Background: an optimization exercise with open tools, aiming at small area. Do not read the settings as production practice. In this exercise RTL edits were held to simulation tests only and were not proved equivalent to the original.

==> flow/design.v, too long to show whole: its modules and the start of the top module <==
// module ddc_andn: 7 lines
// module ddc_aoi: 8 lines
// module ddc_fa: 10 lines
// module ddc_ha: 9 lines
// module ddc_inv: 6 lines
// module ddc_nand: 7 lines
// module ddc_nor: 7 lines
// module ddc_or: 7 lines
// module ddc_orn: 7 lines
// module ddc_pp: 10 lines
// module ddc_pp1: 8 lines
// module ddc_xnor: 7 lines
// module ddc_xor: 7 lines
// module ddc_nco: 404 lines
// module ddc_mul: 836 lines
// module ddc_mixer_lane: 26 lines
// module ddc_trig: 764 lines
// module ddc_g_a211oi_1: 9 lines
// module ddc_g_a21boi_0: 8 lines
// module ddc_g_a21oi_1: 8 lines
// module ddc_g_a22oi_1: 9 lines
// module ddc_g_a311oi_1: 10 lines
// module ddc_g_a31oi_1: 9 lines
// module ddc_g_a32o_1: 10 lines
// module ddc_g_clkinv_1: 6 lines
// module ddc_g_nand2_1: 7 lines
// module ddc_g_nand3_1: 8 lines
// module ddc_g_nor2_1: 7 lines
// module ddc_g_nor3_1: 8 lines
// module ddc_g_o211a_1: 9 lines
// module ddc_g_o211ai_1: 9 lines
// module ddc_g_o21a_1: 8 lines
// module ddc_g_o21ai_0: 8 lines
// module ddc_g_o22ai_1: 9 lines
// module ddc_g_o311ai_0: 10 lines
// module ddc_g_o31a_2: 9 lines
// module ddc_g_o31ai_1: 9 lines
// module ddc_g_o32ai_1: 10 lines
// module ddc_g_or2_2: 7 lines
// module ddc_g_xnor2_1: 7 lines
// module ddc_g_xor2_1: 7 lines
// module ddc_halfband_decim: 566 lines
// module ddc_top: 46 lines
module ddc_top (
    input  wire logic        i_clock,
    input  wire logic        i_rst_n,
    input  wire logic [31:0] i_sample,
    input  wire logic        i_valid,
    input  wire logic [31:0] i_phase_inc,
    input  wire logic        i_phase_inc_valid,
    output      logic [31:0] o_iq,
    output      logic        o_valid
);
  // ...
==> flow/flow/run.sh <==
#!/bin/bash
# Layout flow: the standard synthesis, unchanged; then every combinational cell in
# the synthesized netlist is set to its smallest drive strength (registers keep their
# cells), so that the resizer in the standard layout sizes up only what timing, slew
# and capacitance need; then the standard layout from floorplan to finish, with
# every port buffered by the smallest buffer (buf_1) instead of clkdlybuf4s50_1.
set -euo pipefail
R="$PWD/orfs/results/$FLOW_PLATFORM/ddc_top/base"
bash standard.sh synth > synth_run.log 2>&1
cp "$R/1_2_yosys.v" 1_2_yosys.standard.v
python3 flow/downsize.py "$FLOW_HOME/platforms/$FLOW_PLATFORM/lib/sky130_fd_sc_hd__tt_025C_1v80.lib" \
    1_2_yosys.standard.v "$R/1_2_yosys.v" > downsize.log 2>&1
rm -f "$R/1_synth.odb" "$R/1_synth.sdc"
bash standard.sh BUFFER_PORTS_ARGS="-buffer_cell sky130_fd_sc_hd__buf_1" finish > layout_run.log 2>&1
==> flow/flow/downsize.py <==
#!/usr/bin/env python3
"""downsize.py LIB IN.v OUT.v: give every combinational cell instance in IN.v the
smallest-area cell of the same function family (same name up to the drive suffix),
leaving flip-flops, latches and every other cell kind as they are."""
import re, sys

lib, src, dst = sys.argv[1:4]
area = {}
for m in re.finditer(r'cell\s*\(\s*"?(sky130_fd_sc_hd__\w+)"?\s*\)\s*\{.*?area\s*:\s*([\d.]+)', open(lib).read(), re.S):
    area[m.group(1)] = float(m.group(2))
family = {}
for c in area:
    m = re.match(r"(sky130_fd_sc_hd__[a-z0-9]+?)_(\d+)$", c)
    if m:
        family.setdefault(m.group(1), []).append(c)
KEEP = re.compile(r"sky130_fd_sc_hd__(df|edf|sdf|sedf|dl|sdl|conb|tap|fill|decap|diode|clk|lpflow|probe|macro)")
swap = {}
for base, cells in family.items():
    best = min(cells, key=lambda c: (area[c], c))
    for c in cells:
        if c != best and area[c] > area[best] and not KEEP.match(c):
            swap[c] = best
text = open(src).read()
count = {}
def rep(m):
    c = m.group(1)
    if c in swap:
        count[c] = count.get(c, 0) + 1
        return swap[c] + m.group(2)
    return m.group(0)
text = re.sub(r"\b(sky130_fd_sc_hd__\w+)(\s+\S+\s*\()", rep, text)
open(dst, "w").write(text)
saved = sum(n * (area[c] - area[swap[c]]) for c, n in count.items())
for c, n in sorted(count.items()):
    print(f"{n:6d} {c} -> {swap[c]}")
print(f"area saved before layout: {saved:.1f} um2")
==> flow/standard.sh <==
#!/bin/bash
# synth_recipe.tcl (not shown) runs the flow's synth.tcl, then flattens the netlist and writes it again
# the make line also repeats each setting of config.mk as NAME=value (left out here)
make -C /OpenROAD-flow-scripts/flow DESIGN_CONFIG=/design/flow/config.mk WORK_HOME=/design/flow/orfs CLKGATE_MAP_FILE= SYNTH_SCRIPT=/design/flow/synth_recipe.tcl "${@:-finish}"
==> flow/config.mk <==
export PLATFORM = sky130hd
export DESIGN_NAME = ddc_top
export DESIGN_NICKNAME = ddc_top
export VERILOG_FILES = /design/flow/design.v
export SDC_FILE = /design/flow/constraint.sdc
export NUM_CORES = 4
export LEC_CHECK = 0
export CAP_MARGIN = 20
export CORE_MARGIN = 2
export CORE_UTILIZATION = 40
export CTS_BUF_LIST = sky130_fd_sc_hd__clkbuf_8 sky130_fd_sc_hd__clkbuf_16
export CTS_CLUSTER_DIAMETER = 100
export CTS_CLUSTER_SIZE = 20
export SLEW_MARGIN = 20
export SYNTH_HIERARCHICAL = 1
==> flow/constraint.sdc <==
create_clock -name core_clock -period 10.0 [get_ports {i_clock}]
set_input_delay 2.0000 -clock core_clock [delete_from_list [all_inputs] [get_ports {i_clock}]]
set_output_delay 2.0000 -clock core_clock [all_outputs]
set_load 0.01 [all_outputs]
==> summary.txt, run 1 <==
Logic synthesis
  • Mapped Cells: 3842
  • Average footprint of a synthesized cell: 9.71 µm²

Layout
  • Area growth from synthesis to layout: 11.5%
  • Largest reg by FF count: nco_i.inc
  • Most frequent cells in the layout: sky130_fd_sc_hd__xnor2_1 (653), sky130_fd_sc_hd__a22oi_1 (456), sky130_fd_sc_hd__fa_1 (410), sky130_fd_sc_hd__xor2_1 (323), sky130_fd_sc_hd__a21oi_1 (312)
  • Multi-input combinational cell count: 3386
  • Final core area utilization: between 40 and 50%

STA
  • Share of the clock period used by the worst path: ~93%
  • Fmax achieved: 107 MHz
  • Setup violators final: 0
  • Worst hold-check slack: 0.496 ns

Worst setup path
  • Critical path arrival: 9.78 ns
  • Launch point of the critical path: nco_i.k_late[0]
  • Max incr delay on CP: 0.55 ns
  • Cell depth of the worst setup path: between 40 and 50
  • Critical-path maximum fanout: 8

Hold path
  • Hold Crit Class: register to register

Floorplanning
  • Initial core utilization: between 40% and 50%

Placement
  • Worst-case setup slack after placement: 0.425 ns
  • RD Place Congestion: roughly 0.89

GRT
  • GRT met2 Usage: 34.5%
  • Overall routing resource usage: 21.6%

Clock network
  • Total of hold buffers inserted after clock tree synthesis: 0
  • CTS H-tree lvls: 1
  • Cells resized by post-CTS repair: 0

Drt
  • Antenna violation net count after detailed routing: 0
  • Final routed DRC violation total: 0
  • Number of optimization iterations in the first detailed-route pass: 6
  • Avg Vias per Cell: 5.46

Job
  • Total of max-cap violations: 0

Run status
  • Result of the run: complete, no violations
==> inputs of run 2 (changes only) <==
--- a/flow/config.mk
+++ b/flow/config.mk
@@ -10,6 +10,6 @@
 export CORE_UTILIZATION = 40
 export CTS_BUF_LIST = sky130_fd_sc_hd__clkbuf_8 sky130_fd_sc_hd__clkbuf_16
-export CTS_CLUSTER_DIAMETER = 100
-export CTS_CLUSTER_SIZE = 20
+export CTS_CLUSTER_DIAMETER = 120
+export CTS_CLUSTER_SIZE = 24
 export SLEW_MARGIN = 20
 export SYNTH_HIERARCHICAL = 1
==> run 2 against run 1 <==
Net effect:
- critical endpoint unchanged
- wire length barely moved
- still clean on timing, DRC and antenna
- sequential cell count is the same
- setup slack gained 0.0026 ns
- largest cell class unchanged
- global-route usage is essentially flat
- first-iteration DRC count is 6.8% higher
- non-clock buffer count stayed put
- cell count hardly changed
- synthesized area unchanged
==> summary.txt, run 2 <==
Run status
  • Result of the run: complete, no violations (unchanged)

Worst setup path
  • Kind of cell with the highest combined delay on the critical path: compound AO/OA/AOI/OAI gates (unchanged)
  • Critical path arrival: 9.76 ns (was 9.78 ns)
  • Kind of start point of the critical path: register (unchanged)
  • Critical register-to-register path endpoint: b_i_q[15] (unchanged)
  • Max incr delay on CP: 0.55 ns (about the same)
  • Number of cells on the worst reg-to-reg path: 45 (was 47)
  • CP Data Required Time: 10.44 ns (was 10.45 ns)
  • Type of the worst setup path: register to register (unchanged)
  • Critical-path maximum fanout: 8 (unchanged)
  • CP max stage cell: sky130_fd_sc_hd__fa_1 (unchanged)
  • Worst reg2reg setup slack: 0.68 ns (about the same)
  • R2r startpoint: nco_i.k_late[0] (unchanged)
  • Buffer and inverter count on the worst path: 5 (unchanged)
  • Cell repeated most along the worst path: sky130_fd_sc_hd__a21oi_1 (unchanged)
  • Worst setup EP type: register (unchanged)

Clock network
  • CTS max path bufs: 3 (unchanged)
  • Root Buffer: sky130_fd_sc_hd__clkbuf_16 (unchanged)
  • Number of clock buffers inserted by TritonCTS: 14 (was 17)
  • CTS sink cnt: 254 (unchanged)
  • Clock tree from TritonCTS: built (unchanged)
  • Clock latency of the later-clocked register in the worst-skew pair: 0.51 ns (about the same)
  • Clock-pin slew on the worst setup and hold paths: 0.10 ns (was 0.09 ns)
  • CTS H-tree lvls: 1 (unchanged)
  • Post-CTS setup repair buffer count: 0 (unchanged)

STA
  • Share of the clock period used by the worst path: 93.2% (about the same)
  • Fmax achieved: 107 MHz (about the same)
  • Setup violators final: 0 (unchanged)
  • Final Hold Vio Count: 0 (unchanged)
  • Final setup skew: 0.0230 ns (was 0.0399 ns)
  • Worst max-slew margin expressed relative to the limit: 25.7% (was 24.9%)
  • Worst slew pin tran: 1.11 ns (was 1.12 ns)
  • Period minus WS final: 9.32 ns (about the same)
  • Unrepaired setup endpoints after global routing: no
  • Final total negative setup slack: 0 ns (unchanged)
  • Max-slew violation total from the final report: 0 (unchanged)

Layout
  • Most frequent cells in the layout: sky130_fd_sc_hd__xnor2_1 (653), sky130_fd_sc_hd__a22oi_1 (456), sky130_fd_sc_hd__fa_1 (410), sky130_fd_sc_hd__xor2_1 (323), sky130_fd_sc_hd__a21oi_1 (310) (was sky130_fd_sc_hd__xnor2_1 (653), sky130_fd_sc_hd__a22oi_1 (456), sky130_fd_sc_hd__fa_1 (410), sky130_fd_sc_hd__xor2_1 (323), sky130_fd_sc_hd__a21oi_1 (312))
  • Largest reg by FF count: nco_i.inc (unchanged)
  • Multi-input gate area: 30800 µm² (about the same)
  • # diodes: 0 (unchanged)
  • Largest register FFs: 32 (unchanged)
  • Commonest non-fill, non-tap cell in the layout: sky130_fd_sc_hd__xnor2_1 (unchanged)
  • Finished Layout Cells: 5392 (was 5397)
  • Largest registers: nco_i.inc (32), nco_i.acc (31) (unchanged)
  • Ratio of cells with drive above 1 in the final layout: 11.5% (was 11.4%)
  • Area growth from synthesis to layout: 11.3% (was 11.5%)
  • Total area of sequential cells: 6090 µm² (unchanged)
  • Layout Nets: 4842 (was 4845)
  • Number of inserted filler cells in the final layout: 9027 (was 9035)

Hold path
  • Hold Crit Class: register to register (unchanged)
  • Cell count of the worst hold path: 1 (unchanged)
  • End of the worst hold path: hb_q_i.r1[11] (was hb_i_i.r1[17])
  • Startpoint of the tightest hold check path: hb_q_i.r1[11] (was hb_i_i.r1[17])

Logic synthesis
  • Ys Warns: 10 (unchanged)
  • Mapped Cells: 3842 (unchanged)
  • Number of nets produced by synthesis: 4554 (unchanged)
  • Mapped Area: 37300 µm² (unchanged)
  • Average footprint of a synthesized cell: 9.71 µm² (unchanged)

Drt
  • Vias after detailed routing: 29500 (unchanged)
  • Number of design-rule violations left by the first detailed-router iteration: 2339 (was 2190)
  • Avg Vias per Cell: 5.47 (was 5.46)
  • Post-Route WL: 103000 µm (about the same)
  • Number of optimization iterations in the first detailed-route pass: 5 (was 6)
  • Final routed DRC violation total: 0 (unchanged)
  • Post-DR wirelength/cell: 19.2 µm (was 19.1 µm)
  • Antenna violation net count after detailed routing: 0 (unchanged)

Floorplanning
  • Die width: 309 µm (unchanged)
  • Initial core utilization: 40.2% (unchanged)
  • Count of pins on the block boundary: 101 (unchanged)
  • Core outline area: 92900 µm² (unchanged)
  • Die Area: 95800 µm² (unchanged)
  • Rows: 112 (unchanged)
  • DIE HEIGHT: 309 µm (unchanged)

Placement
  • Number of placed instances, taps included: 5368 (unchanged)
  • Placed wire-length estimate: 80900 µm (unchanged)
  • Buffers on Ports: 100 (unchanged)
  • RD Place Congestion: 0.888 (unchanged)

GRT
  • Number of global-route vias before repair: 29400 (about the same)
  • Global route total overflow: 0 (unchanged)
  • Largest net degree at the start of global routing: 157 (unchanged)
  • Antenna violations before repair: 0 (unchanged)
  • Overall routing resource usage: 21.6% (about the same)
  • Wire length of the first global-routing pass: 167000 µm (about the same)

Job
  • Total of max-cap violations: 0 (unchanged)
run 2: changes by cell type in the layout (fill, tap and decap cells not counted), sizes merged:
| cell | delta |
|---|---|
| inv | -4 |
| clkbuf | -1 |
run 2: area by class of cell:
class / count / share of cell area (%)
Multi-Input combinational cell: 3386 / 74.1
Tap cell: 1254 / 3.78
Timing Repair Buffer: 316 / 4.98
Sequential cell: 254 / 14.7
Clock buffer: 16 / 0.937
Inverter: 158 / 1.44
Clock inverter: 8 / 0.0843
run 2: worst max-delay path by stage:
stage,start,endpoint,slack (ns),cells past startpoint
final,nco_i.k_late[0],b_i_q[15],0.68,45
after global routing,nco_i.k_late[0],b_i_q[15],0.001,48
after CTS,nco_i.acc[29],a_q_q[15],0.34,51
after detailed placement,nco_i.acc[29],a_q_q[15],0.42,48
after global placement,nco_i.acc[29],a_q_q[15],0.50,48
after floorplan,nco_i.acc[25],a_i_q[15],0.57,46
run 2: what timing repair did:
action | CTS | global route
hold buffers | 0 | 0
endpoints found under the setup margin | 0 | 17
resized for setup | 0 | 38
run 2: metrics by stage:
step                instance area (µm²)  worst slack (ns)  hold WS, ns  util [%]
global placement                  41000             0.496        0.478      44.1
CTS                               41400             0.338        0.507      44.6
detailed placement                41000             0.425        0.482      44.1
floorplan                         37300             0.568        0.465         -
global route                      41500           0.00120        0.527      44.7
finish                            41500             0.678        0.503      44.7
run 2: per-layer routing:
layer | GRT usage (%) | routed length (µm)
met1 | 31.2 | 47900
met4 | 6.27 | 2930
met2 | 34.5 | 47200
met5 | 0 | 0
met3 | 1.74 | 5280

[port drivers added, routing unchanged]
Ports are ideal in the flow. The routed layouts listed here were re-timed in OpenROAD.
Step 1: set_driving_cell puts a clkbuf_16 on i_clock and a buf_2 on each other input, an assumption about the parent block.
Step 2, shift: input delay + t, output delay - t, t = (earliest + latest rising clock arrival at the registers) / 2. This alone moves slack from input paths to output paths.
a / b / c = no drivers / after step 1 / after step 2; a / b = the first two.
| run | shift t [ns] | setup slack, ns | worst setup path after step 2 |
|---|---|---|---|
| run 1 | 0.537 | 0.676 / 0.676 / 0.676 | register to register |
| run 2 | 0.540 | 0.678 / 0.678 / 0.678 | register to register |
After both steps setup and hold are still met in every run listed.
